Background: an optimization exercise with open tools, aiming at small area. Do not read the settings as production practice. Only simulation tests tie the RTL to the original design; equivalence was not proved.

// first_guess_mult
module first_guess_mult
(
  input  logic              clk,
  input  logic              rst,
  input  logic              in_valid,
  input  logic              seed_sel,
  input  logic [31:0]       d_hi,
  input  logic [gs_div_pkg::W_OP-1:0]   a0,
  input  logic [gs_div_pkg::W_OP-1:0]   a1,
  input  logic [gs_div_pkg::W_F-1:0]    b,
  output logic [gs_div_pkg::W_F-1:0]    f_seed,
  output logic [gs_div_pkg::W_P-1:0]    c0,
  output logic [gs_div_pkg::W_P-1:0]    c1,
  output logic [gs_div_pkg::W_OP-1:0]   n_next,
  output logic [gs_div_pkg::W_OP-1:0]   d_next,
  output logic [gs_div_pkg::W_F-1:0]    f_next,
  output logic              out_valid
);
Size in the first run: roughly 8500 cells after synthesis, ~0.089 mm2 of cells after synthesis.
==> flow/config.mk <==
export PLATFORM = sky130hd
export DESIGN_NAME = first_guess_mult
export DESIGN_NICKNAME = first_guess_mult
export VERILOG_FILES = /design/flow/design.v
export SDC_FILE = /design/flow/constraint.sdc
export NUM_CORES = 4
export LEC_CHECK = 0
export CAP_MARGIN = 20
export CELL_PAD_IN_SITES_DETAIL_PLACEMENT = 1
export CORE_MARGIN = 2
export CORE_UTILIZATION = 40
export PLACE_DENSITY = 0.42
export SLEW_MARGIN = 20
export SYNTH_HIERARCHICAL = 1
==> flow/constraint.sdc <==
create_clock -name core_clock -period 20.0 [get_ports {clk}]
set_input_delay 4.0000 -clock core_clock [delete_from_list [all_inputs] [get_ports {clk}]]
set_output_delay 4.0000 -clock core_clock [all_outputs]
set_load 0.01 [all_outputs]
standard.sh (not shown) runs the stock make flow with config.mk's settings and CLKGATE_MAP_FILE= SYNTH_SCRIPT=/design/flow/synth_recipe.tcl, a recipe that flattens the netlist after the stock synthesis.
==> flow/flow/run.sh <==
#!/bin/bash
# The standard layout (standard.sh: ORFS synthesis to final layout; the
# synthesis itself is unchanged), with three layout changes:
#  - before floorplanning, combinational cells that synthesis mapped above drive
#    strength 1 are set to drive strength 1 (flow/downsize.tcl); the flow's own
#    timing and slew repair upsizes again where needed;
#  - the buffers ORFS puts on every input and output port are the smallest buffer
#    cell instead of the resizer's default choice;
#  - after global routing's timing repair, gates on paths with positive slack are
#    downsized (ORFS's power-recovery pass).
# make's output goes to standard.log; each ORFS step keeps its own log under orfs/logs.
set -euo pipefail
export PRE_FLOORPLAN_TCL="$PWD/flow/downsize.tcl"
export BUFFER_PORTS_ARGS="-buffer_cell sky130_fd_sc_hd__buf_1"
export RECOVER_POWER=100
bash standard.sh > standard.log 2>&1
==> flow/flow/downsize.tcl <==
# Gate sizing before floorplan: every combinational cell that synthesis mapped to
# a drive strength above 1 is set to its drive-1 variant (same function); the
# flow's timing and electrical repair resizes again wherever that is needed.
set n 0
foreach inst [get_cells *] {
  set m [get_property $inst ref_name]
  if {[regexp {^(sky130_fd_sc_hd__(a|o|n|x|mux|inv|and|or|buf|clkbuf|maj|ha|fa)\w*)_([2-9]|1[0-9])$} $m -> base]} {
    set lc [get_lib_cells ${base}_1]
    if {[llength $lc] == 1} {
      replace_cell $inst $lc
      incr n
    }
  }
}
puts "downsize: $n cells set to drive strength 1"
The baseline completed and failed the layout checks on max-capacitance violations, max-slew violations.
Edit:
==> flow/flow/run.sh (replaced) <==
#!/bin/bash
# The standard layout (standard.sh: ORFS synthesis to final layout; the
# synthesis itself is unchanged), with two layout changes:
#  - before floorplanning, combinational cells that synthesis mapped above drive
#    strength 1 are set to drive strength 1 (flow/downsize.tcl); the flow's own
#    timing, slew and capacitance repair upsizes or buffers again where needed;
#  - the buffers ORFS puts on every input and output port are the smallest buffer
#    cell instead of the resizer's default choice.
# make's output goes to standard.log; each ORFS step keeps its own log under orfs/logs.
set -euo pipefail
export PRE_FLOORPLAN_TCL="$PWD/flow/downsize.tcl"
export BUFFER_PORTS_ARGS="-buffer_cell sky130_fd_sc_hd__buf_1"
bash standard.sh > standard.log 2>&1
Outcome: Now the flow completed without violations; utilization is about the same; routed wire length barely changes; design area barely changes; clock skew does not change; worst setup slack gets better by 0.41 ns.

[re-timing with driven ports]
The results above use ideal ports. As a check the final layouts listed here were re-extracted and re-timed, cells and wires unchanged.
Step 1, drivers: a clkbuf_16 drives clk and a buf_2 each remaining input, both assumed.
Step 2 moves the port delays by t, midway between the first and last clock arrival at a register: inputs arrive t later, outputs are due t later. That takes back most of the time a late clock gives input paths.
Slacks: ideal / step 1 / step 2; pairs: ideal / step 1.
run	t (ns)	setup WS [ns]	hold WS [ns]	worst setup path after step 2
the first run	0.800	1.378 / 1.279 / 1.699	0.484 / 0.484 / 0.484	input to register
the second run	0.801	1.788 / 1.689 / 2.490	0.484 / 0.484 / 0.484	register to output
